Source: an optimization exercise on an open RTL-to-GDS flow (aim: small area). Production flows keep margins and buffers that such runs may drop.
Function was checked by simulation only, so behaviour that the tests miss may differ from the original.
Power is estimated from default activity; no workload was simulated.

## run.sh

```bash
#!/bin/bash
# synth_recipe.tcl (not shown) runs the flow's synth.tcl, then flattens the netlist and writes it again
# the make line also repeats each setting of config.mk as NAME=value (left out here)
make -C /OpenROAD-flow-scripts/flow DESIGN_CONFIG=/design/flow/config.mk WORK_HOME=/design/flow/orfs CLKGATE_MAP_FILE= SYNTH_SCRIPT=/design/flow/synth_recipe.tcl finish
```

## config.mk

```make
export PLATFORM = sky130hd
export DESIGN_NAME = mips_multicycle_core
export DESIGN_NICKNAME = mips_multicycle_core
export VERILOG_FILES = /design/flow/design.v
export SDC_FILE = /design/flow/constraint.sdc
export NUM_CORES = 4
export LEC_CHECK = 0
export CAP_MARGIN = 20
export CORE_MARGIN = 2
export CORE_UTILIZATION = 40
export SLEW_MARGIN = 20
```

## constraint.sdc

```tcl
create_clock -name core_clock -period 10.0 [get_ports {clk}]
set_input_delay 2.0000 -clock core_clock [delete_from_list [all_inputs] [get_ports {clk}]]
set_output_delay 2.0000 -clock core_clock [all_outputs]
set_load 0.01 [all_outputs]
```

## design.v

```verilog
module mips_multicycle_core #(
  parameter int                    ADDR_WIDTH = 32,
  parameter logic [ADDR_WIDTH-1:0] RESET_PC   = '0,
  parameter int                    NUM_REGS   = 32
) (
  input  logic                  clk,
  input  logic                  rst,
  output logic                  mem_req,
  output logic                  mem_we,
  output logic [ADDR_WIDTH-1:0] mem_addr,
  output logic [31:0]           mem_wdata,
  input  logic [31:0]           mem_rdata,
  input  logic                  mem_ready,
  output logic                  halted
);
  localparam int NR = 31;    
  typedef enum logic [2:0] {
    S_START,
    S_FETCH,
    S_READ,
    S_WRITE,
    S_MEM,
    S_BEQ1,
    S_BEQ2,
    S_HALT
  } state_t;
  state_t          r_state;
  logic [29:0]     r_pc;         
  logic [4:0]      r_p;          
  logic            r_clr;        
  logic [31:0]     r_x;
  logic [31:0]     r_y;
  logic [28:0]     r_ir;         
  logic            r_gs;         
  logic            r_gt;         
  logic [NR*32-1:0] r_ring;
  logic        w_op5, w_op3, w_op2;
  logic        w_lw, w_sw, w_addi, w_beq, w_r, w_need_t;
  logic [4:0]  w_rs, w_rt, w_rd;
  logic [5:0]  w_fn;
  logic [31:0] w_sext;
  assign w_op5   = r_ir[28];
  assign w_op3   = r_ir[27];
  assign w_op2   = r_ir[26];
  assign w_lw    = w_op5 & ~w_op3;
  assign w_sw    = w_op5 &  w_op3;
  assign w_addi  = ~w_op5 & w_op3;
  assign w_beq   = w_op2;
  assign w_r     = ~w_op5 & ~w_op3 & ~w_op2;
  assign w_need_t = ~(w_op5 ^ w_op3);         
  assign w_rs    = r_ir[25:21];
  assign w_rt    = r_ir[20:16];
  assign w_rd    = w_r ? r_ir[15:11] : r_ir[20:16];
  assign w_fn    = r_ir[5:0];
  assign w_sext  = {{16{r_ir[15]}}, r_ir[15:0]};
  logic [5:0] f_op, f_fn;
  logic       f_legal, f_j;
  assign f_op = mem_rdata[31:26];
  assign f_fn = mem_rdata[5:0];
  assign f_j  = (f_op == 6'h02);
  always_comb begin
    case (f_op)
      6'h00:   f_legal = (f_fn == 6'h20) || (f_fn == 6'h22) || (f_fn == 6'h24) ||
                         (f_fn == 6'h25) || (f_fn == 6'h2A);
      6'h02, 6'h04, 6'h08, 6'h23, 6'h2B: f_legal = 1'b1;
      default: f_legal = 1'b0;
    endcase
  end
  logic [31:0] w_head, w_hz, w_head_in, w_alu;
  logic        w_wr;
  assign w_head    = r_ring[31:0];
  assign w_hz      = r_clr ? 32'd0 : w_head;
  assign w_wr      = (r_state == S_WRITE) && (r_p == w_rd);
  assign w_head_in = w_wr ? w_alu : w_hz;
  logic        w_use_imm, w_sub, w_lt;
  logic [31:0] w_b, w_sum;
  logic        f_sub_fn, f_slt_fn, f_and_fn, f_or_fn;
  assign f_slt_fn = w_fn[3];
  assign f_and_fn = ~w_fn[3] & w_fn[2] & ~w_fn[0];
  assign f_or_fn  = ~w_fn[3] & w_fn[2] &  w_fn[0];
  assign f_sub_fn = ~w_fn[2] & w_fn[1];
  assign w_use_imm = w_addi | w_op5 | (r_state == S_BEQ2);
  assign w_sub     = ~w_use_imm & (w_beq | (w_r & (f_sub_fn | f_slt_fn)));
  assign w_b       = w_use_imm ? w_sext : (r_y ^ {32{w_sub}});
  assign w_sum     = r_x + w_b + {31'd0, w_sub};
  assign w_lt      = (r_x[31] ^ r_y[31]) ? r_x[31] : w_sum[31];
  always_comb begin
    if (w_lw)
      w_alu = r_x;
    else if (w_r && f_slt_fn)
      w_alu = {31'd0, w_lt};
    else if (w_r && f_and_fn)
      w_alu = r_x & r_y;
    else if (w_r && f_or_fn)
      w_alu = r_x | r_y;
    else
      w_alu = w_sum;
  end
  logic w_hit_s, w_hit_t, w_done_s, w_done_t;
  logic [1:0] w_ea_lo;
  assign w_hit_s  = (r_p == w_rs);
  assign w_hit_t  = (r_p == w_rt) && w_need_t;
  assign w_done_s = r_gs || w_hit_s || (w_rs == 5'd0);
  assign w_done_t = r_gt || w_hit_t || (w_rt == 5'd0) || !w_need_t;
  assign w_ea_lo  = (w_hit_s ? w_hz[1:0] : r_x[1:0]) + r_ir[1:0];
  logic [29:0] w_pc_inc;
  assign w_pc_inc = r_pc + 30'd1;
  always_ff @(posedge clk) begin
    r_ring <= {w_head_in, r_ring[NR*32-1:32]};
  end
  always_ff @(posedge clk or posedge rst) begin
    if (rst) begin
      r_state <= S_START;
      r_pc    <= RESET_PC[31:2];
      r_p     <= 5'd1;
      r_clr   <= 1'b1;
    end else begin
      r_p <= (r_p == 5'd31) ? 5'd1 : r_p + 5'd1;
      if (r_p == 5'd31) r_clr <= 1'b0;
      case (r_state)
        S_START: r_state <= S_FETCH;
        S_FETCH: begin
          if (mem_ready) begin
            if (!f_legal) begin
              r_state <= S_HALT;
            end else if (f_j) begin
              r_pc <= {w_pc_inc[29:26], mem_rdata[25:0]};
            end else begin
              r_pc    <= w_pc_inc;
              r_state <= S_READ;
            end
          end
        end
        S_READ: begin
          if (w_done_s && w_done_t) begin
            if (w_op5)
              r_state <= (w_ea_lo != 2'b00) ? S_HALT : S_MEM;
            else if (w_beq)
              r_state <= S_BEQ1;
            else
              r_state <= S_WRITE;
          end
        end
        S_WRITE: begin
          if (w_wr || (w_rd == 5'd0)) r_state <= S_FETCH;
        end
        S_MEM: begin
          if (mem_ready) r_state <= w_lw ? S_WRITE : S_FETCH;
        end
        S_BEQ1: begin
          r_state <= (w_sum == 32'd0) ? S_BEQ2 : S_FETCH;
        end
        S_BEQ2: begin
          r_pc    <= w_sum[29:0];
          r_state <= S_FETCH;
        end
        default: r_state <= S_HALT;
      endcase
    end
  end
  always_ff @(posedge clk) begin
    case (r_state)
      S_FETCH: begin
        r_x  <= 32'd0;
        r_y  <= 32'd0;
        r_gs <= 1'b0;
        r_gt <= 1'b0;
        r_ir <= {mem_rdata[31], mem_rdata[29], mem_rdata[28], mem_rdata[25:0]};
      end
      S_READ: begin
        if (w_hit_s) begin
          r_x  <= w_hz;
          r_gs <= 1'b1;
        end
        if (w_hit_t) begin
          r_y  <= w_hz;
          r_gt <= 1'b1;
        end
      end
      S_MEM: begin
        if (mem_ready) r_x <= mem_rdata;
      end
      S_BEQ1: begin
        r_x <= {2'b00, r_pc};
      end
      default: ;
    endcase
  end
  assign mem_req   = (r_state == S_FETCH) || (r_state == S_MEM);
  assign mem_we    = (r_state == S_MEM) && w_sw;
  assign mem_addr  = (r_state == S_MEM) ? {w_sum[31:2], 2'b00} : {r_pc, 2'b00};
  assign mem_wdata = r_y;
  assign halted    = (r_state == S_HALT);
endmodule
```

==> notes.md, run 1 <==
Run status:
- The flow ran to the end and the layout has no timing, DRC or antenna violations.

Synthesis:
- The gate count after technology mapping is between 2000 and 2500.
- After synthesis, the largest family of logic cells by area is compound AO/OA/AOI/OAI gates.
- The post-synthesis register bit count is ~1100.
- After synthesis, the share of cell area in mux cells is less than 1%.
- The area share of the largest cell type after synthesis is 63.4%.
- Summing the areas of all compound-gate instances in the mapped netlist gives around a tenth of the synthesized area.
- The area of the mapped netlist is 0.0313 mm2.
- The portion of the post-synthesis area used by sequential elements is between 70% and 80%.
- Ranked by total cell area, the synthesized netlist is headed by dfxtp_1 (63%), edfxtp_1 (9.1%), dfrtp_1 (3.0%).
- Summing the areas of all and, or, nand and nor instances in the mapped netlist gives around 7.0% of the synthesized area.
- After synthesis, the mean cell area works out to approximately 13 um2.
- The number of enable-type register cells in the synthesized netlist is 95.
- The number of synthesis warnings is 1.
- Of the total synthesized cell area, the portion taken by full adders, half adders and majority gates is under 10%.
- The leading register cell type out of synthesis is dfxtp_1.
- The post-synthesis cell type count is 80.
- The cell type with the largest total area after synthesis is dfxtp_1.
- The area share of xor/xnor cells in the synthesized design is ~2.3%.
- In the synthesized netlist the async set-or-reset flop fraction comes to 3.46%.

STA:
- The clock period could shrink to around 8 ns.
- The final-report hold violation count was 0.
- Setup violations remaining at the end of the flow were counted as 0.
- The total count of max-transition violations in the final report is 0.
- The final clock skew is around 0.026 ns.
- The fmax is between 100 and 150 MHz.
- Dividing the final minimum period by the clock period gives between 80 and 90%.
- The worst pin sits at a relative slew slack of between 20% and 30%.
- Setup repair after global routing left no endpoint under its margin.
- For the pin with the worst max-slew slack, the measured transition is around 1.1 ns.
- Setup total negative slack on the finished layout was measured at 0 ns.

Drt:
- In the routed design, unresolved DRC markers number 0.
- After detailed routing, the average wire length per cell comes to 20.0 um.
- The number of detailed-route iterations in the first pass is 5.
- After detailed routing, the number of vias per cell comes to approximately 5.0.
- Once detail routing completed, the nets flagged for antenna violations numbered 0.
- The via count of the routed design is roughly 18000.
- The initial DRC count is 1626.
- The detailed-route wire length is 73.4 mm.

GRT:
- The global-route wire length before repair is around 110 mm.
- The met3 usage is 3.67%.
- In the global route stage, overall resource usage came out at a little under a fifth.
- The number of antenna violations at the first check in global routing is 0.
- The largest net degree at the start of global routing is 78.
- Global routing consumed, on the met1 layer, a little over a quarter of the routing resources.
- The total overflow left after global routing is 0.
- The via count of the first global-routing pass was approximately 18000.
- The most heavily used metal layer in global routing is met2.
- The met2 usage is 27.4%.

Pwr:
- Of the total power, the share spent switching nets is between 30% and 40%.
- Summed over all nets, the switching power comes to about 0.0044 W.
- Summed over all cells, the static leakage comes to ~14 nW.
- The cell area power density is approximately 360 mW/mm2.
- The proportion of power drawn by the clock network is 29.3%.
- The highest ir drop seen on vdd is between 0.2 and 0.25 mV.
- The overall power after layout is about 0.013 W.
- The fraction of power consumed by combinational cells is between 20% and 30%.
- The sequential group share of total power is between 40% and 50%.
- The internal power is 0.00881 W.

Setup path:
- Among all stages on the critical path, the largest delay is contributed by clkdlybuf4s50_1.
- The class of the most critical setup path is flip-flop to output port.
- The worst setup path is launched from a flip-flop.
- The data required time at the worst endpoint is ~8.0 ns.
- The cell type with the highest occurrence count on the critical path is nand2_1.
- In this run the worst path has a maximum fanout of 32.
- The worst setup path is captured at an output port.
- The arrival time of the worst setup path is about 6.2 ns.
- The largest single stage delay on the critical path is ~0.60 ns.
- The signal on the critical path passes through inv_1, ha_1, nand2_1, buf_4, nand2_1, o21ai_0, ha_1, a21oi_1, o211ai_1, o2111ai_1, a31oi_1, or3_1, and3_1, nor2_1, nand2_1, o21ai_0, clkdlybuf4s50_1.

Floorplan:
- The top-level port count is just over 100.
- The core region is approximately 0.077 mm2.
- The starting density of the core is about two fifths.
- The count of standard-cell rows is slightly above 100.
- The floorplan step set the die width to roughly 280 um.
- The die height is 284 um.
- The die footprint is 0.0805 mm2.

Cells and area:
- For this run, the post-layout net count is around 2600.
- The post-route netlist has 8.56% of its cells at a drive strength greater than 1.
- The number of inserted filler cells in the final layout is between 6000 and 7000.
- The synthesis-to-finish area growth is 17.9%.

CTS:
- Hold repair after CTS inserted 0 buffers.
- The clock insertion delay at the later pin of the skew report is ~0.66 ns.
- Once the clock tree was built, the setup fixing pass inserted 0 buffers.
- The cell at the root of the clock tree is clkbuf_16.
- The number of clock sinks is approximately 1100.
- CTS built an H-tree with a depth of 3.
- The number of buffers inserted during clock tree synthesis is about 100.
- The CTS tree is done.
- The clock transition time at the flip-flop clock pins of the worst setup and hold paths is about 0.06 ns.
- Post-CTS repair changed the size of 0 cells.
- No sink is reached through more buffers than the 3 on the longest clock path.

Place:
- The final estimated routing congestion in global placement is about 0.90.
- The final HPWL from detailed placement is around 49 mm.
- The number of buffers inserted by port buffering is 99.

Run:
- Across the run, the number of max-cap violations was 0.

Worst hold path:
- In this run the worst hold path is classified as flip-flop to flip-flop.
-- layer usage --
| metal | up-vias | part of all wire, % |
|---|---|---|
| met5 | - | 0 |
| met4 | 0 | 2.6 |
| met3 | 123 | 7.0 |
| met2 | 699 | 43 |
| met1 | 8830 | 47 |
| li1 | 8652 | - |
-- flip-flops by register name, summed over array words and instances, names as in the netlist, 3 cells and up --
register,count
r_ring,992
r_state,3
r_p,5
r_y,32
r_x,32
r_ir,29
r_pc,30
-- metrics by stage --
step | cell area (um2) | utilization (%) | worst slack, ns | hold WS, ns | instances
finish | 36900 | 47.7 | 1.85 | 0.312 | 3680
global route | 36900 | 47.7 | 1.52 | 0.319 | 3679
CTS | 36900 | 47.7 | 1.90 | 0.309 | 3679
detailed placement | 33500 | 43.2 | 2.62 | 0.312 | 3493
global placement | 33500 | 43.2 | 2.80 | 0.311 | 3493
floorplan | 31300 | - | 4.11 | 0.310 | 2434
-- cell usage after synthesis, drive strengths merged, types with 16 or more instances --
| library cell | instances |
|---|---|
| dfxtp | 992 |
| nand2 | 203 |
| o21ai | 178 |
| a21oi | 173 |
| clkbuf | 99 |
| edfxtp | 95 |
| nor2 | 94 |
| xor2 | 56 |
| ha | 39 |
| dfrtp | 37 |
| nand3 | 34 |
| inv | 30 |
| a32oi | 28 |
| xnor2 | 27 |
| maj3 | 25 |
| o211ai | 22 |
| nand4 | 18 |
| o21a | 18 |
| a211oi | 17 |
| and3 | 17 |
| nor2b | 17 |
| and2 | 16 |
| nor3 | 16 |
-- worst max-delay path, delay by kind of cell (launching register included) --
family	cells	cell delay, ns
AND/OR/NAND/NOR	6	1.97
AO/OA/AOI/OAI	6	1.31
buffers and inverters	3	1.14
flip-flops	1	0.47
adder cells (fa/ha/maj)	2	0.63
-- power groups by stage --
stage	Clock (W)	Sequential (W)	Combinational [W]
4_1_cts	0.00398	0.00585	0.00346
3_3_place_gp	0	0.00592	0.00344
2_1_floorplan	0	0.00574	0.00211
5_1_grt	0.00416	0.00592	0.00379
3_5_place_dp	0	0.00592	0.00344
6_report	0.00388	0.00584	0.00349
-- cells by family (layout without fill, tap and decap cells) --
family                   after synthesis  after routing
AO/OA/AOI/OAI                        536            536
XOR/XNOR                              83             83
adder cells (fa/ha/maj)               66             66
buffers and inverters                142            347
flip-flops                          1126           1126
multiplexers                           8              8
other                                  1              3
AND/OR/NAND/NOR                      471            471
-- path summary, 6_finish.rpt --
kind / from / end / slack, ns / cells past startpoint
setup / recovery: r_ir[28] / mem_addr[30] / 1.85 / 17
hold / removal: r_ring[69] / r_ring[37] / 0.31 / 0
setup reg to reg: r_ir[28] / r_state[2] / 4.05 / 16
hold reg to reg: r_ring[69] / r_ring[37] / 0.31 / 0
max in group asynchronous: rst / r_p[4] / 7.70 / 3
min in group asynchronous: rst / r_pc[6] / 1.83 / 3
-- cell type report --
type,instances,area (um2),area share (%)
Timing Repair Buffer,129,1220,3.29
Sequential cell,1126,23700,64.2
Multi-Input combinational cell,1166,7130,19.3
Clock inverter,40,507,1.37
Tap cell,1040,1300,3.52
Clock buffer,146,2960,8.02
Inverter,32,120,0.325
Antenna cell,1,2.50,0.00678
-- cells in the final DEF (no fill, tap or decap), drive strengths merged, types with 18 or more instances in the layout --
master         netlist  final
o21ai              178    178
maj3                25     25
nor2                94     94
dfrtp               37     37
clkinv               2     22
o21a                18     18
a21oi              173    173
clkdlybuf4s50        0     99
xnor2               27     27
buf                 11     30
ha                  39     39
inv                 30     40
dfxtp              992    992
xor2                56     56
nand3               34     34
edfxtp              95     95
o211ai              22     22
clkbuf              99    146
nand4               18     18
nand2              203    203
a32oi               28     28
==> run 2, diff against run 1 <==
--- a/config.mk
+++ b/config.mk
@@ -7,5 +7,6 @@
 export LEC_CHECK = 0
 export CAP_MARGIN = 20
 export CORE_MARGIN = 2
-export CORE_UTILIZATION = 40
+export CORE_UTILIZATION = 60
+export CTS_BUF_LIST = sky130_fd_sc_hd__clkbuf_4
 export SLEW_MARGIN = 20
==> run 2 against run 1 <==
Sequential power barely moved. Register-to-register slack better by 0.16 ns. Combinational power shrank 1%. Area after synthesis did not move. Cell count is 2.9% lower. Still clean. Setup slack worse by 0.31 ns. Sequential cell count stayed put. Wire length rose by 1.5%.
==> notes.md, run 2 <==
Cells and area:
- The synthesis-to-finish area growth is 15.5%.
- The commonest non-fill, non-tap cell in the layout is dfxtp_1.
- The number of nets in the finished design is 2769 (+5.2%).
- The flip-flop count of the largest register, all copies and words added came to 992 (unchanged).
- The top cell types in the final layout, fill and taps aside, are dfxtp_1 (992), clkbuf_4 (365), nand2_1 (203).
- The top register by number of flip-flops is r_ring.
- The share of layout cells above drive strength 1 was 15.6% (+7.0 points).
- The largest registers in the layout are r_ring (992), r_x (32), r_y (32).

STA:
- The fraction of the cycle the final worst path needs is 84.6% (+3.1 points).
- The final-report hold violation count is 0 (unchanged).
- The time the final worst path needs with I/O delays and setup was 8.46 ns (+0.310 ns).
- The number of failing setup endpoints in the final timing report was 0 (unchanged).
- The pin slew with the least headroom to its limit is 1.15 ns (+0.0239 ns).
- The final clock skew is 0.0687 ns (+0.0422 ns).
- The fmax is 118 MHz (-3.7%).
- The total count of max-transition violations in the final report was 0 (unchanged).
- The tightest slew margin relative to the limit is 22.8% (-1.5 points).
- Setup repair after global routing left no endpoint under its margin.
- The sum of negative setup slack was 0 ns (unchanged).

Setup path:
- The worst setup path is launched from a flip-flop.
- The startpoint identified for the worst register-to-register timing path is r_state[1].
- The biggest fanout along the worst timing path came to 49 (+53%).
- The category of the worst setup path capture point is an output port.
- The data required time at the worst endpoint was 8.00 ns (about the same).
- The arrival time of the worst setup path is 6.46 ns (+0.31 ns).
- The most critical setup path has its startpoint at r_state[1].
- The critical path is of the flip-flop to output port type.

Synthesis:
- The synthesized-area fraction occupied by adder cells is 2.49% (unchanged).
- The synthesized area per cell is 12.9 um2 (unchanged).
- The post-synthesis register bit count is 1126 (unchanged).
- In the synthesized netlist the dominant register cell turns out to be dfxtp_1.
- The number of synthesis warnings is 1 (unchanged).
- The number of enable-type register cells in the synthesized netlist was 95 (unchanged).
- The area share of xor/xnor cells in the synthesized design is 2.32% (unchanged).
- The gate count after technology mapping is 2433 (unchanged).
- The simple-gate portion of the synthesized area was 7.01% (unchanged).
- The post-synthesis mux area share is 0.276% (unchanged).
- By count the netlist is led by dfxtp_1 (992), nand2_1 (203), o21ai_0 (171).
- The combinational family with the most area after synthesis is compound AO/OA/AOI/OAI gates.
- dfxtp_1 is the most common cell in the netlist.
- By area the synthesized netlist is led by dfxtp_1 (63%), edfxtp_1 (9.1%), dfrtp_1 (3.0%).
- The area of the mapped netlist is 0.0313 mm2 (unchanged).
- The cell type with the largest total area after synthesis is dfxtp_1.
- The post-synthesis cell type count is 80 (unchanged).
- The portion of the post-synthesis area used by sequential elements is 75.7% (unchanged).
- The proportion of synthesized flip-flops having asynchronous set or reset is 3.46% (unchanged).
- The fraction of the mapped netlist area in compound gates is 10.5% (unchanged).
- The area share of the largest cell type after synthesis is 63.4% (unchanged).

Pwr:
- The overall power after layout is 0.0127 W (-3.6%).
- The highest ir drop seen on vdd was 0.194 mV (-4.1%).
- The cell area power density is 352 mW/mm2 (-1.6%).
- The leakage dissipation came to 14.5 nW (+1.3%).

CTS:
- The number of buffers inserted during clock tree synthesis is 241 (+140%).
- The post-cts repair resize count is 0 (unchanged).
- The CTS tree is done.
- The count of hold buffers inserted by post-cts repair is 0 (unchanged).
- The worst-case clock buffer depth is 3 (unchanged).
- The clock transition time at the flip-flop clock pins of the worst setup and hold paths was 0.07 ns (about the same).
- The clock insertion delay at the later pin of the skew report is 1.10 ns (+0.44 ns).
- The number of clock sinks came to 1126 (unchanged).
- The setup fix buffers added after clock tree synthesis was 0 (unchanged).
- The cell at the root of the clock tree is clkbuf_4.
- The maximum level of the CTS H-tree is 4 (+1).

Place:
- The final estimated routing congestion in global placement was 0.910 (+0.71%).
- The number of buffers inserted by port buffering is 99 (unchanged).
- The final HPWL from detailed placement is 47.9 mm (-1.4%).

Worst hold path:
- The tightest min-delay check is of the flip-flop to flip-flop type.
- The startpoint identified for the worst hold timing path is r_ring[948].

Drt:
- The detailed-route wire length is 74.6 mm (+1.5%).
- The post-detailed-route count of antenna-violating nets was 0 (unchanged).
- The routed length per placed instance is 20.9 um (+4.6%).
- The via count of the routed design is 19500 (+6.3%).
- The via density per instance is 5.45 (+9.5%).
- The number of detailed-route iterations in the first pass came to 7 (+2).
- The initial DRC count came to 2144 (+32%).
- The DRC violation count after routing is 0 (unchanged).

Floorplan:
- The top-level port count is 102 (unchanged).
- The area of the placeable core is 0.0514 mm2 (-34%).
- The width of the die is 232 um (-18%).
- The die footprint came to 0.0540 mm2 (-33%).
- The count of standard-cell rows is 83 (-19%).
- The starting density of the core is 60.9% (+20 points).
- The die height came to 232 um (-18%).

GRT:
- The global router's overall resource usage came to 28.5% (+10 points).
- The total grt overflow came to 0 (unchanged).
- The number of antenna violations at the first check in global routing is 4 (+4).
- The global-route wire length before repair is 116 mm (+2.9%).
- The via count of the first global-routing pass was 20200 (+11%).
- The largest net degree at the start of global routing is 78 (unchanged).

Run status:
- The flow ran to the end and the layout has no timing, DRC or antenna violations.

Run:
- The reported max-cap violation count was 0 (unchanged).
[run 2: per-layer routing]
| metal | GRT usage, % | part of all wire [%] |
|---|---|---|
| met1 | 37.3 | 43 |
| met2 | 44.7 | 46 |
| met3 | 7.25 | 7.2 |
| met4 | 13.4 | 3.5 |
| met5 | 0 | 0 |
[run 2: final timing paths]
path                       cells past startpoint            to  slack, ns
setup / recovery                              17  mem_addr[30]       1.54
min in group asynchronous                      3       r_pc[6]       1.39
hold reg to reg                                0   r_ring[916]       0.27
hold / removal                                 0   r_ring[916]       0.27
max in group asynchronous                      3      r_pc[27]       8.12
setup reg to reg                              16    r_state[2]       4.21
[run 2: metrics by stage]
step	std cells	hold slack (ns)	worst slack (ns)	area (um2)	utilization, %
floorplan	2434	0.310	4.11	31300	-
global placement	3129	0.311	2.81	33000	64.1
detailed placement	3130	0.312	2.75	33000	64.2
CTS	3564	0.266	1.52	36100	70.3
global route	3568	0.279	1.10	36200	70.3
finish	3572	0.271	1.54	36200	70.4
[run 2: final cells by class]
class                           count  area, um2
Antenna cell                        8       20.0
Multi-Input combinational cell   1166       7120
Clock inverter                     69        418
Clock buffer                      365       2740
Sequential cell                  1126      23700
Inverter                           32        120
Tap cell                          680        851
Timing Repair Buffer              126       1210
Fill cell                        3461      15200
[run 2: report_power, final]
group          total (W)  switching [W]  internal [W]
Sequential       0.00586       0.000459       0.00540
Clock            0.00342        0.00169       0.00174
Combinational    0.00344        0.00227       0.00117
[run 2: kinds of logic (layout without fill, tap and decap cells)]
kind of cell,after synthesis,count (layout)
buf+inv,142,592
fa+ha+maj,66,66
mux,8,8
other cells,1,10
simple gates,471,471
flops,1126,1126
xor+xnor,83,83
compound gates,536,536
[run 2: worst max-delay path, stage by stage (launching register included)]
cell and delay, ns:
dfrtp_1 0.47, nand3b_1 0.12, buf_4 0.48, nand2_1 0.10, buf_4 0.30, nand2_1 0.62, o21ai_0 0.21, ha_1 0.44
a21oi_1 0.41, o211ai_1 0.17, o2111ai_1 0.16, a31oi_1 0.16, or3_1 0.43, and3_1 0.21, nor2_1 0.23, nand2_1 0.09
o21ai_0 0.13, clkdlybuf4s50_1 0.59
==> run 3, diff against run 2 <==
--- a/config.mk
+++ b/config.mk
@@ -7,6 +7,7 @@
 export LEC_CHECK = 0
 export CAP_MARGIN = 20
 export CORE_MARGIN = 2
-export CORE_UTILIZATION = 60
-export CTS_BUF_LIST = sky130_fd_sc_hd__clkbuf_4
+export CORE_UTILIZATION = 70
+export CTS_BUF_LIST = sky130_fd_sc_hd__clkbuf_2 sky130_fd_sc_hd__clkbuf_4 sky130_fd_sc_hd__clkbuf_8
+export CTS_CLUSTER_SIZE = 30
 export SLEW_MARGIN = 20
==> run 3 against run 2 <==
Sequential power grew 2%. Via count grew 8.5%. Register-to-register slack lost 0.08 ns. Synthesized cell count is the same. Setup slack gained 0.0031 ns. Cell count shrank 7.2%. Power grew 6.1%. Hold slack gained 0.011 ns.
==> notes.md, run 3 <==
Drt:
- The routed length per placed instance is 27.8 um (+33%).
- The via density per instance is 6.37 (+17%).
- The post-detailed-route count of antenna-violating nets is 0 (unchanged).
- The initial DRC count is 3369 (+57%).
- The detailed-route wire length is 92.1 mm (+24%).
- The number of detailed-route iterations in the first pass is 12 (+5).
- The via count of the routed design is 21100 (+8.5%).
- The DRC violation count after routing was 0 (unchanged).

Synthesis:
- The number of enable-type register cells in the synthesized netlist is 95 (unchanged).
- Sorting the synthesized cells by area gives the leading types as dfxtp_1 (63%), edfxtp_1 (9.1%), dfrtp_1 (3.0%).
- The most frequently used cell type in the post-synthesis netlist is dfxtp_1.
- The synthesized area per cell is 12.9 um2 (unchanged).
- The area of the mapped netlist was 0.0313 mm2 (unchanged).
- The biggest area contributor in the post-synthesis netlist is dfxtp_1.
- The gate count after technology mapping is 2433 (unchanged).
- The portion of the post-synthesis area used by sequential elements came to 75.7% (unchanged).
- The leading register cell type out of synthesis is dfxtp_1.
- In the synthesized netlist, the cells that appear most often are dfxtp_1 (992), nand2_1 (203), o21ai_0 (171).
- The post-synthesis register bit count is 1126 (unchanged).
- The post-synthesis cell type count is 80 (unchanged).
- The number of synthesis warnings is 1 (unchanged).
- The proportion of synthesized flip-flops having asynchronous set or reset was 3.46% (unchanged).
- The area share of the largest cell type after synthesis is 63.4% (unchanged).

Pwr:
- The internal power came to 0.00867 W (+4.4%).
- The overall power after layout is 0.0135 W (+6.1%).
- The leakage dissipation is 14.4 nW (-0.54%).
- The proportion of power drawn by the clock network is 28.7% (+1.8 points).
- The proportion of total power due to net switching was 35.8% (+1.1 points).
- The cell area power density is 372 mW/mm2 (+5.7%).
- The total net switching power is 0.00484 W (+9.4%).
- The highest ir drop seen on vdd is 0.320 mV (+65%).
- The sequential group share of total power is 44.1% (-2.0 points).
- The fraction of power consumed by combinational cells came to 27.2% (+0.2 points).

Cells and area:
- The area of the multi-input gates is 0.00713 mm2 (+0.14%).
- Leaving out fill and tap cells, the most frequent cell in the layout is dfxtp_1.
- The area of all sequential standard cells is 0.0237 mm2 (unchanged).
- The number of inserted filler cells in the final layout is 2001 (-42%).
- The register with the most flip-flops in the final layout is r_ring.
- The synthesis-to-finish area growth is 15.9%.
- The number of nets in the finished design is 2675 (-3.4%).
- The diode insertion count for antenna repair is 0 (-8).
- The design area is 0.0363 mm2 (+0.38%).
- The flip-flop count of the largest register, all copies and words added came to 992 (unchanged).
- The largest registers in the layout are r_ring (992), r_x (32), r_y (32).
- The share of layout cells above drive strength 1 is 12.2% (-3.4 points).
- In the layout the commonest cells are dfxtp_1 (992), nand2_1 (203), clkbuf_8 (196).

GRT:
- The via count of the first global-routing pass came to 21600 (+7.2%).
- The largest net degree at the start of global routing was 78 (unchanged).
- The number of antenna violations at the first check in global routing came to 6 (+2).
- The total grt overflow is 0 (unchanged).
- The global-route wire length before repair is 137 mm (+18%).
- The global router's overall resource usage is 40.3% (+12 points).

Setup path:
- The worst setup path is captured at an output port.
- The class of the most critical setup path is flip-flop to output port.
- The arrival time of the worst setup path is 6.46 ns (about the same).
- The worst-case register-to-register setup slack is 4.13 ns (-0.08 ns).
- STA classifies the critical path startpoint as a flip-flop.
- The critical path goes through nand3b_1, buf_4, nand2_1, buf_4, nand2_1, o21ai_0, ha_1, a21oi_1, o211ai_1, o2111ai_1, a31oi_1, or3_1, and3_1, nor2_1, nand2_1, o21ai_0, clkdlybuf4s50_1.
- The data required time at the worst endpoint came to 8.00 ns (about the same).
- The buffering stage count on the worst path with inverters included is 3 (unchanged).
- The cell family with the largest share of critical-path delay is simple AND/OR/NAND/NOR gates.
- The cell type with the highest occurrence count on the critical path is nand2_1.
- The largest incremental delay on the critical path is 0.57 ns (-0.05 ns).
- The biggest fanout along the worst timing path was 49 (unchanged).
- On the critical path, the stage with the largest delay is an instance of dfrtp_1.

STA:
- The final-report hold violation count is 0 (unchanged).
- The time the final worst path needs with I/O delays and setup is 8.46 ns (-0.00312 ns).
- The final clock skew is 0.0579 ns (-0.0107 ns).
- The pin slew with the least headroom to its limit is 1.12 ns (-0.0228 ns).
- Setup repair after global routing left no endpoint under its margin.
- The number of failing setup endpoints in the final timing report is 0 (unchanged).
- The tightest slew margin relative to the limit came to 24.9% (+2.0 points).
- The tightest hold margin is 0.282 ns (+0.0105 ns).
- The total count of max-transition violations in the final report came to 0 (unchanged).
- The sum of negative setup slack is 0 ns (unchanged).
- The fmax is 118 MHz (about the same).
- The fraction of the cycle the final worst path needs is 84.6% (about the same).

Floorplan:
- The area of the placeable core is 0.0442 mm2 (-14%).
- The starting density of the core is 70.8% (+9.9 points).
- The top-level port count was 102 (unchanged).
- The count of standard-cell rows was 77 (-7.2%).
- The width of the die is 215 um (-7.3%).
- The die height is 215 um (-7.3%).
- The die footprint was 0.0464 mm2 (-14%).

CTS:
- The number of clock sinks is 1126 (unchanged).
- The clock transition time at the flip-flop clock pins of the worst setup and hold paths is 0.07 ns (about the same).
- The worst-case clock buffer depth is 3 (unchanged).
- The cell at the root of the clock tree is clkbuf_8.
- The setup fix buffers added after clock tree synthesis is 0 (unchanged).
- The maximum level of the CTS H-tree is 4 (unchanged).
- The post-cts repair resize count is 0 (unchanged).
- The number of buffers inserted during clock tree synthesis is 152 (-37%).
- TritonCTS built the clock tree.
- The clock insertion delay at the later pin of the skew report is 0.86 ns (-0.24 ns).
- The count of hold buffers inserted by post-cts repair was 0 (unchanged).

Worst hold path:
- The class of the most critical hold timing path is flip-flop to flip-flop.

Place:
- The final estimated routing congestion in global placement is 0.937 (+2.9%).
- The number of buffers inserted by port buffering is 99 (unchanged).
- The final HPWL from detailed placement came to 52.4 mm (+9.4%).
- The standard cell area after detailed placement came to 0.0328 mm2 (-0.50%).

Run:
- The reported max-cap violation count is 0 (unchanged).

Run status:
- The flow ran to the end and the layout has no timing, DRC or antenna violations.
run 3: cell counts after synthesis:
Identical to the previous run, type by type.
run 3: metal layers:
| layer | up-vias | global-route usage (%) | part of all wire [%] |
|---|---|---|---|
| li1 | 8735 | - | - |
| met1 | 9873 | 46.5 | 34 |
| met2 | 1857 | 63.2 | 46 |
| met3 | 635 | 14.8 | 12 |
| met4 | 6 | 26.8 | 7.8 |
| met5 | - | 0 | 0.043 |
run 3: worst paths after layout:
path / start / endpoint / cells after the start
setup / recovery: r_state[0] / mem_addr[30] / 17
hold / removal: r_ring[966] / r_ring[934] / 0
setup reg to reg: r_state[0] / r_state[2] / 18
hold reg to reg: r_ring[966] / r_ring[934] / 0
max in group asynchronous: rst / r_pc[17] / 3
min in group asynchronous: rst / r_pc[5] / 3
run 3: worst reg2reg max path, stage by stage (launching register included):
cell and delay (ns):
dfrtp_1 0.57, nand3b_1 0.16, buf_4 0.55, nand2_1 0.14, buf_4 0.31, o21ai_0 0.30, fa_1 0.26, inv_1 0.06
fa_1 0.43, nor2b_4 0.18, o31ai_4 0.10, a2111oi_0 0.48, buf_4 0.23, nor3_1 0.05, xor2_1 0.64, nand3_1 0.17
or4b_1 0.59, or2_1 0.29, o31ai_2 0.26
run 3: kinds of logic (layout without fill, tap and decap cells):
kind of cell / count (synthesis) / after routing / synth area share [%]
AOI/OAI and AO/OA: 536 / 536 / 10.5
xor gates and xnor gates: 83 / 83 / 2.32
adders and majority gates: 66 / 66 / 2.49
buffers and inverters: 142 / 430 / 1.75
DFF: 1126 / 1126 / 75.7
muxes: 8 / 8 / 0.276
other: 1 / 2 / 0.0120
and+or+nand+nor: 471 / 471 / 7.01
run 3: area by class of cell:
cell class	instances	area share (%)
Clock inverter	35	1.16
Inverter	32	0.331
Timing Repair Buffer	121	3.18
Clock buffer	242	8.38
Sequential cell	1126	65.3
Tap cell	592	2.04
Multi-Input combinational cell	1166	19.6
run 3: power groups by stage:
| stage | Combinational (W) | Sequential, W | Clock [W] |
|---|---|---|---|
| 4_1_cts | 0.00344 | 0.00592 | 0.00390 |
| 5_1_grt | 0.00382 | 0.00598 | 0.00408 |
| 3_3_place_gp | 0.00327 | 0.00590 | 0 |
| 2_1_floorplan | 0.00211 | 0.00574 | 0 |
| 3_5_place_dp | 0.00333 | 0.00596 | 0 |
| 6_report | 0.00368 | 0.00596 | 0.00387 |
run 3: per-stage QoR:
| step | util (%) | setup WS (ns) | cells |
|---|---|---|---|
| floorplan | - | 4.11 | 2434 |
| global placement | 74.2 | 2.82 | 3037 |
| detailed placement | 74.2 | 2.72 | 3037 |
| CTS | 82.1 | 1.68 | 3314 |
| global route | 82.1 | 1.34 | 3314 |
| finish | 82.1 | 1.54 | 3314 |
==> run 4, diff against run 3 <==
==> flow/run.sh (new file) <==
#!/bin/bash
# Own flow: the standard layout (standard.sh) with smaller port buffers and
# no CTS dummy loads. Each tool's output is logged in this folder.
set -e
export BUFFER_PORTS_ARGS="-buffer_cell sky130_fd_sc_hd__buf_1"
export CTS_ARGS="-sink_clustering_enable -repair_clock_nets -dont_use_dummy_load -buf_list sky130_fd_sc_hd__clkbuf_4"
cp standard.sh standard_copy.txt
cp config.mk config_copy.txt
bash standard.sh > standard.log 2>&1
==> standard.sh (new file) <==
#!/bin/bash
# synth_recipe.tcl (not shown) runs the flow's synth.tcl, then flattens the netlist and writes it again
# the make line also repeats each setting of config.mk as NAME=value (left out here)
make -C /OpenROAD-flow-scripts/flow DESIGN_CONFIG=/design/flow/config.mk WORK_HOME=/design/flow/orfs CLKGATE_MAP_FILE= SYNTH_SCRIPT=/design/flow/synth_recipe.tcl "${@:-finish}"
--- a/config.mk
+++ b/config.mk
@@ -7,7 +7,5 @@
 export LEC_CHECK = 0
 export CAP_MARGIN = 20
 export CORE_MARGIN = 2
-export CORE_UTILIZATION = 70
-export CTS_BUF_LIST = sky130_fd_sc_hd__clkbuf_2 sky130_fd_sc_hd__clkbuf_4 sky130_fd_sc_hd__clkbuf_8
-export CTS_CLUSTER_SIZE = 30
+export CORE_UTILIZATION = 60
 export SLEW_MARGIN = 20
removed: run.sh
==> run 4 against run 3 <==
Power is 14% lower. Utilization is 16 points lower. Clock power is 36% lower. Critical endpoint unchanged. Non-clock buffer count is 6 higher. Critical path type unchanged. Synthesized cell count stayed put. Largest cell class unchanged. Wire length is 22% lower. Global-route usage is 13 points lower. Still clean on timing, DRC and antenna. Via count is 10% lower. Register-to-register slack better by 0.23 ns. First-iteration DRC count is 49% lower. Design area is 5.8% lower.
==> notes.md, run 4 <==
STA:
- The slack of the critical path came to 2.10 ns (+0.556 ns).
- The fmax is 127 MHz (+7.0%).
- The pin slew with the least headroom to its limit was 1.03 ns (-0.0976 ns).
- The tightest hold margin came to 0.254 ns (-0.0276 ns).
- The time the final worst path needs with I/O delays and setup came to 7.90 ns (-0.556 ns).
- The sum of negative setup slack is 0 ns (unchanged).
- The final-report hold violation count was 0 (unchanged).
- The fraction of the cycle the final worst path needs was 79.0% (-5.6 points).
- The tightest slew margin relative to the limit was 30.9% (+6.1 points).
- The number of failing setup endpoints in the final timing report is 0 (unchanged).
- Setup repair after global routing left no endpoint under its margin.
- The total count of max-transition violations in the final report came to 0 (unchanged).
- The final clock skew was 0.103 ns (+0.0451 ns).

CTS:
- The setup fix buffers added after clock tree synthesis is 0 (unchanged).
- The tree is rooted in a clkbuf_4.
- The count of hold buffers inserted by post-cts repair is 0 (unchanged).
- TritonCTS built the clock tree.
- The clock insertion delay at the later pin of the skew report was 1.02 ns (+0.16 ns).
- The number of buffers inserted during clock tree synthesis is 238 (+57%).
- The worst-case clock buffer depth is 3 (unchanged).
- The number of clock sinks is 1126 (unchanged).
- The post-cts repair resize count is 0 (unchanged).
- The maximum level of the CTS H-tree is 4 (unchanged).
- The clock transition time at the flip-flop clock pins of the worst setup and hold paths is 0.07 ns (about the same).

Synthesis:
- The cell type with the largest total area after synthesis is dfxtp_1.
- The number of synthesis warnings came to 1 (unchanged).
- After synthesis, the cell types taking the most area are dfxtp_1 (63%), edfxtp_1 (9.1%), dfrtp_1 (3.0%).
- The synthesized area per cell is 12.9 um2 (unchanged).
- The portion of the post-synthesis area used by sequential elements was 75.7% (unchanged).
- The gate count after technology mapping is 2433 (unchanged).
- The area share of the largest cell type after synthesis is 63.4% (unchanged).
- The most frequently used cell type in the post-synthesis netlist is dfxtp_1.
- The leading register cell type out of synthesis is dfxtp_1.
- The number of enable-type register cells in the synthesized netlist is 95 (unchanged).
- The post-synthesis register bit count is 1126 (unchanged).
- The proportion of synthesized flip-flops having asynchronous set or reset came to 3.46% (unchanged).
- In the synthesized netlist, the cells that appear most often are dfxtp_1 (992), nand2_1 (203), o21ai_0 (171).
- The area of the mapped netlist is 0.0313 mm2 (unchanged).
- The post-synthesis cell type count is 80 (unchanged).

Place:
- The final HPWL from detailed placement is 46.8 mm (-11%).
- The final estimated routing congestion in global placement is 0.937 (about the same).
- The number of buffers inserted by port buffering is 99 (unchanged).
- The post-placement setup slack was 3.14 ns (+0.420 ns).
- The standard cell area after detailed placement is 0.0324 mm2 (-1.4%).

Run:
- The reported max-cap violation count was 0 (unchanged).

Cells and area:
- The number of inserted filler cells in the final layout is 3733 (+87%).
- Ranked by flip-flop count, first place goes to r_ring.
- The flip-flop count of the largest register, all copies and words added is 992 (unchanged).
- Compared with the post-synthesis result, the final layout area differs by 9.22%.
- The number of nets in the finished design is 2767 (+3.4%).
- The share of layout cells above drive strength 1 is 11.1% (-1.1 points).
- The design area is 0.0342 mm2 (-5.8%).
- The top cell types in the final layout, fill and taps aside, are dfxtp_1 (992), clkbuf_4 (238), nand2_1 (203).
- The largest registers in the layout are r_ring (992), r_x (32), r_y (32).
- The library cell used most frequently in the layout, excluding fill and tap cells, is dfxtp_1.

Pwr:
- The highest ir drop seen on vdd came to 0.202 mV (-37%).
- The leakage dissipation was 13.4 nW (-6.7%).
- The overall power after layout is 0.0116 W (-14%).
- The cell area power density is 340 mW/mm2 (-8.6%).

GRT:
- The global router's overall resource usage is 27.3% (-13 points).
- The largest net degree at the start of global routing is 79 (+1.3%).
- The number of antenna violations at the first check in global routing is 2 (-4).
- The global-route wire length before repair is 111 mm (-19%).
- The via count of the first global-routing pass came to 19300 (-11%).
- The total grt overflow is 0 (unchanged).

Floorplan:
- The count of standard-cell rows is 83 (+7.8%).
- The die footprint is 0.0540 mm2 (+16%).
- The area of the placeable core is 0.0514 mm2 (+16%).
- The die height is 232 um (+7.9%).
- The top-level port count is 102 (unchanged).
- The starting density of the core is 60.9% (-9.9 points).
- The width of the die is 232 um (+7.9%).

Drt:
- The number of detailed-route iterations in the first pass is 6 (-6).
- The detailed-route wire length is 71.7 mm (-22%).
- The via count of the routed design was 18900 (-10%).
- The via density per instance is 5.60 (-12%).
- The post-detailed-route count of antenna-violating nets came to 0 (unchanged).
- The DRC violation count after routing is 0 (unchanged).
- The routed length per placed instance is 21.2 um (-24%).
- The initial DRC count is 1726 (-49%).

Worst hold path:
- In this run the worst hold path is classified as flip-flop to flip-flop.
- The worst hold path begins at r_ring[406].

Setup path:
- The startpoint kind of the worst setup timing path is a flip-flop.
- The worst-case register-to-register setup slack is 4.36 ns (+0.23 ns).
- STA classifies the critical path endpoint as an output port.
- The biggest fanout along the worst timing path is 49 (unchanged).
- The arrival time of the worst setup path is 5.90 ns (-0.56 ns).
- The start point of the critical path is r_state[1].
- The worst register-to-register path begins at r_state[1].
- The data required time at the worst endpoint came to 8.00 ns (about the same).
- The class of the most critical setup path is flip-flop to output port.

Run status:
- The flow ran to the end and the layout has no timing, DRC or antenna violations.
-- run 4: cell counts after synthesis --
Identical to the previous run, type by type.
-- run 4: layout make-up --
class	instances	area, um2	share of cell area, %
antenna	5	12.5	0.0366
sequential	1126	23700	69.3
tap	680	851	2.49
timing repair buffer	127	602	1.76
inverter	32	120	0.351
multi-input combinational	1166	7140	20.9
clock buffer	238	1790	5.22
-- run 4: path summary, 6_finish.rpt --
kind                                     end  cells after the start
worst max register to register    r_state[2]                     15
worst max-delay path            mem_addr[30]                     17
worst min register to register   r_ring[374]                      0
min in group asynchronous           r_pc[12]                      3
worst min-delay path             r_ring[374]                      0
max in group asynchronous             r_p[1]                      3
-- run 4: critical path, cell delays in order (launching register included) --
cell	delay [ns]
dfrtp_1	0.46
nand3b_1	0.11
buf_4	0.46
nand2_1	0.10
buf_4	0.30
nand2_1	0.59
o21ai_0	0.21
ha_1	0.44
a21oi_1	0.41
o211ai_1	0.15
o2111ai_1	0.17
a31oi_1	0.19
or3_1	0.42
and3_1	0.21
nor2_1	0.26
nand2_1	0.09
o21ai_0	0.16
buf_1	0.19
-- run 4: logic make-up (layout without fill, tap and decap cells) --
| group | after synthesis | in the layout | synth area share, % |
|---|---|---|---|
| buffers and inverters | 142 | 397 | 1.75 |
| adder cells (fa/ha/maj) | 66 | 66 | 2.49 |
| AO/OA/AOI/OAI | 536 | 536 | 10.5 |
| other | 1 | 7 | 0.0120 |
| XOR/XNOR | 83 | 83 | 2.32 |
| flip-flops | 1126 | 1126 | 75.7 |
| multiplexers | 8 | 8 | 0.276 |
| AND/OR/NAND/NOR | 471 | 471 | 7.01 |
-- run 4: through the flow --
step / utilization [%] / instances
after floorplan: - / 2434
after global placement: 63.0 / 3130
after detailed placement: 63.0 / 3130
after CTS: 66.4 / 3368
after global routing: 66.5 / 3374
final: 66.5 / 3374
-- run 4: power by group --
group	switching (W)	leakage (nW)	internal [W]
clock	0.00139	1.10	0.00108
sequential	0.000440	9.40	0.00540
combinational	0.00226	2.91	0.00106
-- run 4: metal layers --
metal	track usage, %	wire length, um
met1	37.0	31600
met2	41.3	32400
met3	7.19	5330
met4	12.5	2310
met5	0	0

## separate check: timing with driven ports
The results above use ideal ports. As a check the final layouts listed here were re-extracted and re-timed, cells and wires unchanged.
Step 1: set_driving_cell puts a clkbuf_16 on clk and a buf_2 on each other input, an assumption about the parent block.
Step 2, shift: input delay + t, output delay - t, t = (earliest + latest rising clock arrival at the registers) / 2. This alone moves slack from input paths to output paths.
Three values: no drivers, after step 1, after step 2; two values: the first two.
run | t (ns) | setup slack, ns | latest minus earliest clock arrival (ns)
run 1 | 0.706 | 1.846 / 1.787 / 2.492 | 0.027 / 0.027
run 2 | 1.129 | 1.536 / 1.476 / 2.605 | 0.073 / 0.073
run 3 | 0.890 | 1.539 / 1.483 / 2.373 | 0.060 / 0.060
run 4 | 1.038 | 2.095 / 2.033 / 3.071 | 0.117 / 0.117
After both steps setup and hold are still met in every run listed.
